Source: an optimization exercise on an open RTL-to-GDS flow (aim: small area and a short achievable clock period). Production flows keep margins and buffers that such runs may drop.
In this exercise RTL edits were held to simulation tests only and were not proved equivalent to the original.

==> xenon <==
## fir_sym_top
module fir_sym_top (
  input  logic                 clk,
  input  logic                 rst_n,
  input  logic                 in_valid,
  input  fir_pkg::sample_t     in_data,
  input  logic                 coef_wr,
  input  fir_pkg::coef_addr_t  coef_addr,
  input  fir_pkg::coef_t       coef_data,
  output logic                 out_valid,
  output fir_pkg::acc_t        out_data
);
clock: 9.0 ns
lec_check: 0
cap_margin: 50
core_margin: 2
core_utilization: 40
cts_buf_list: sky130_fd_sc_hd__clkbuf_8
cts_cluster_size: 24
slew_margin: 70
synth_hierarchical: 1
run.sh (not shown) runs the stock make flow with config.mk's settings and CLKGATE_MAP_FILE= SYNTH_SCRIPT=/design/flow/synth_recipe.tcl, a recipe that flattens the netlist after the stock synthesis.
==> inputs of pepper, as changes to xenon <==
- CORE_UTILIZATION: 40 -> 55
- CTS_BUF_LIST: sky130_fd_sc_hd__clkbuf_8 -> default
- CTS_CLUSTER_SIZE: 24 -> default
- PLACE_DENSITY: default -> 0.72
==> flow_metrics.env <==
export IMPL_fmax_mhz=260.3
export IMPL_die_x_um=482.3
export IMPL_track_usage=0.3577
export IMPL_regArea_um2=24070
export IMPL_hold_path_startpoint="st1[272]"
export IMPL_hold_ws_ps=327.7
export IMPL_final_cells=11453
export IMPL_met1_length_um=157300
export IMPL_wl_um=419600
export IMPL_r2r_start="digits[57]"
export IMPL_outcome="finished clean"
-- figures above: xenon

==> flow_metrics.env <==
export IMPL_outcome="finished clean"
export IMPL_die_x_um=411.9
export IMPL_track_usage=0.4596
export IMPL_regArea_um2=24480
export IMPL_hold_path_startpoint="st1[1]"
-- figures above: pepper


==> job 8763 <==
fir_sym_top again, from the RTL that the note above started with.
// fir_sym_top
module fir_sym_top (
  input  logic                 clk,
  input  logic                 rst_n,
  input  logic                 in_valid,
  input  fir_pkg::sample_t     in_data,
  input  logic                 coef_wr,
  input  fir_pkg::coef_addr_t  coef_addr,
  input  fir_pkg::coef_t       coef_data,
  output logic                 out_valid,
  output fir_pkg::acc_t        out_data
);
Settings: LEC_CHECK=0, CAP_MARGIN=50, CORE_MARGIN=2, CORE_UTILIZATION=40, SLEW_MARGIN=70, SYNTH_HIERARCHICAL=1; clock period 9.0 ns.
==> job 6382 (differences from job 8763) <==
==> flow/flow/run.sh (new file) <==
#!/bin/bash
# The standard layout (standard.sh: the standard synthesis, then ORFS from
# floorplan to finish) with two changes passed to make:
#  - the input and output ports get sky130_fd_sc_hd__buf_2 buffers instead
#    of the cell buffer_ports picks by itself (a clkdlybuf4s50_1 delay
#    cell); every port still gets one;
#  - timing repair aims for 3.4 ns (setup margin 5.6 ns at the 9 ns clock)
#    instead of stopping once the 9 ns clock is met.
# Everything else, including the clock period and constraints, is the
# standard flow's. The full make output is in standard.log.
set -euo pipefail
bash standard.sh "BUFFER_PORTS_ARGS=-buffer_cell sky130_fd_sc_hd__buf_2" \
  SETUP_SLACK_MARGIN=5.6 finish > standard.log 2>&1
==> flow/standard.sh (new file) <==
#!/bin/bash
# synth_recipe.tcl (not shown) runs the flow's synth.tcl, then flattens the netlist and writes it again
# the make line also repeats each setting of config.mk as NAME=value (left out here)
make -C /OpenROAD-flow-scripts/flow DESIGN_CONFIG=/design/flow/config.mk WORK_HOME=/design/flow/orfs CLKGATE_MAP_FILE= SYNTH_SCRIPT=/design/flow/synth_recipe.tcl "${@:-finish}"
--- a/flow/config.mk
+++ b/flow/config.mk
@@ -7,6 +7,9 @@
 export LEC_CHECK = 0
 export CAP_MARGIN = 50
 export CORE_MARGIN = 2
-export CORE_UTILIZATION = 40
+export CORE_UTILIZATION = 55
+export CTS_CLUSTER_DIAMETER = 90
+export CTS_CLUSTER_SIZE = 18
+export PLACE_DENSITY = 0.72
 export SLEW_MARGIN = 70
 export SYNTH_HIERARCHICAL = 1
removed: flow/run.sh
==> job 2665 (differences from job 8763) <==
==> flow/flow/run.sh (new file) <==
#!/bin/bash
# The standard layout (standard.sh: the standard synthesis, then ORFS from
# floorplan to finish) with two changes passed to make:
#  - the input and output ports get sky130_fd_sc_hd__buf_2 buffers instead
#    of the cell buffer_ports picks by itself (a clkdlybuf4s50_1 delay
#    cell); every port still gets one;
#  - timing repair aims for 3.4 ns (setup margin 5.6 ns at the 9 ns clock)
#    instead of stopping once the 9 ns clock is met.
# Everything else, including the clock period and constraints, is the
# standard flow's. The full make output is in standard.log.
set -euo pipefail
bash standard.sh "BUFFER_PORTS_ARGS=-buffer_cell sky130_fd_sc_hd__buf_2" \
  SETUP_SLACK_MARGIN=5.6 finish > standard.log 2>&1
==> flow/standard.sh (new file) <==
#!/bin/bash
# synth_recipe.tcl (not shown) runs the flow's synth.tcl, then flattens the netlist and writes it again
# the make line also repeats each setting of config.mk as NAME=value (left out here)
make -C /OpenROAD-flow-scripts/flow DESIGN_CONFIG=/design/flow/config.mk WORK_HOME=/design/flow/orfs CLKGATE_MAP_FILE= SYNTH_SCRIPT=/design/flow/synth_recipe.tcl "${@:-finish}"
--- a/flow/config.mk
+++ b/flow/config.mk
@@ -7,6 +7,7 @@
 export LEC_CHECK = 0
 export CAP_MARGIN = 50
 export CORE_MARGIN = 2
-export CORE_UTILIZATION = 40
+export CORE_UTILIZATION = 55
+export PLACE_DENSITY = 0.72
 export SLEW_MARGIN = 70
 export SYNTH_HIERARCHICAL = 1
removed: flow/run.sh
==> comparison table <==
Worst-case clock skew: job 8763 0.0731 ns; job 2665 0.0546 ns; job 6382 0.0752 ns
Half-perimeter wire length of the detailed placement result: job 8763 327,000 um; job 2665 292,000 um; job 6382 292,000 um
Routed length on met3: job 8763 69,600 um; job 2665 70,900 um; job 6382 71,600 um
Fraction of area in clock buffers and inverters: job 8763 0.0463; job 2665 0.0466; job 6382 0.0257
Master of the slowest instance on the critical path: job 8763 sky130_fd_sc_hd__fa_1; job 2665 sky130_fd_sc_hd__fa_1; job 6382 sky130_fd_sc_hd__fa_2
Signal arrival time at the worst endpoint: job 8763 4.56 ns; job 2665 4.21 ns; job 6382 4.12 ns
Result of the run: job 8763 complete, no violations; job 2665 complete, no violations; job 6382 complete, no violations
End of the worst hold path: job 8763 st2[54]; job 2665 st2[0]; job 6382 st2[14]
Origin of the worst setup path: job 8763 digits[57]; job 2665 digits[28]; job 6382 digits[34]
Least setup slack across all paths after layout: job 8763 5.15 ns; job 2665 5.51 ns; job 6382 5.52 ns
Fraction of area in registers: job 8763 0.227; job 2665 0.238; job 6382 0.243
Non-filler instance count after layout: job 8763 11.3k; job 2665 10.4k; job 6382 10.2k
Initial antenna violation count: job 8763 25; job 2665 33; job 6382 28

## what the ideal ports hide
The flow's constraints put no driver on any port. The routed layouts listed below were extracted and timed again, unchanged, in two steps. Step 1 assumes that a clkbuf_16 drives the clock port and a buf_2 every other input. Step 2 adds t to the input delays and takes it off the output delays; t is the mean of the earliest and latest rising clock arrival at the registers after step 1. Input paths then give back, and output paths get back, about the clock's delay inside the block. Slacks: ideal ports / drivers / drivers and shift; pairs: ideal ports / drivers.
| run | t, ns | setup slack, ns | worst setup path at the end | worst slew at a driven data input, ns | pins driven straight from the clock port |
|---|---|---|---|---|---|
| xenon | 1.156 | 5.158 / 5.158 / 5.158 | register to register | 0.12 | 1 |
| pepper | 0.910 | 5.149 / 5.149 / 5.149 | register to register | 0.05 | 1 |
| job 8763 | 0.930 | 5.153 / 5.153 / 5.153 | register to register | 0.12 | 1 |
| job 6382 | 0.844 | 5.522 / 5.522 / 5.522 | register to register | 0.05 | 1 |
| job 2665 | 0.917 | 5.510 / 5.510 / 5.510 | register to register | 0.05 | 1 |
After both steps every run listed still meets setup and hold.
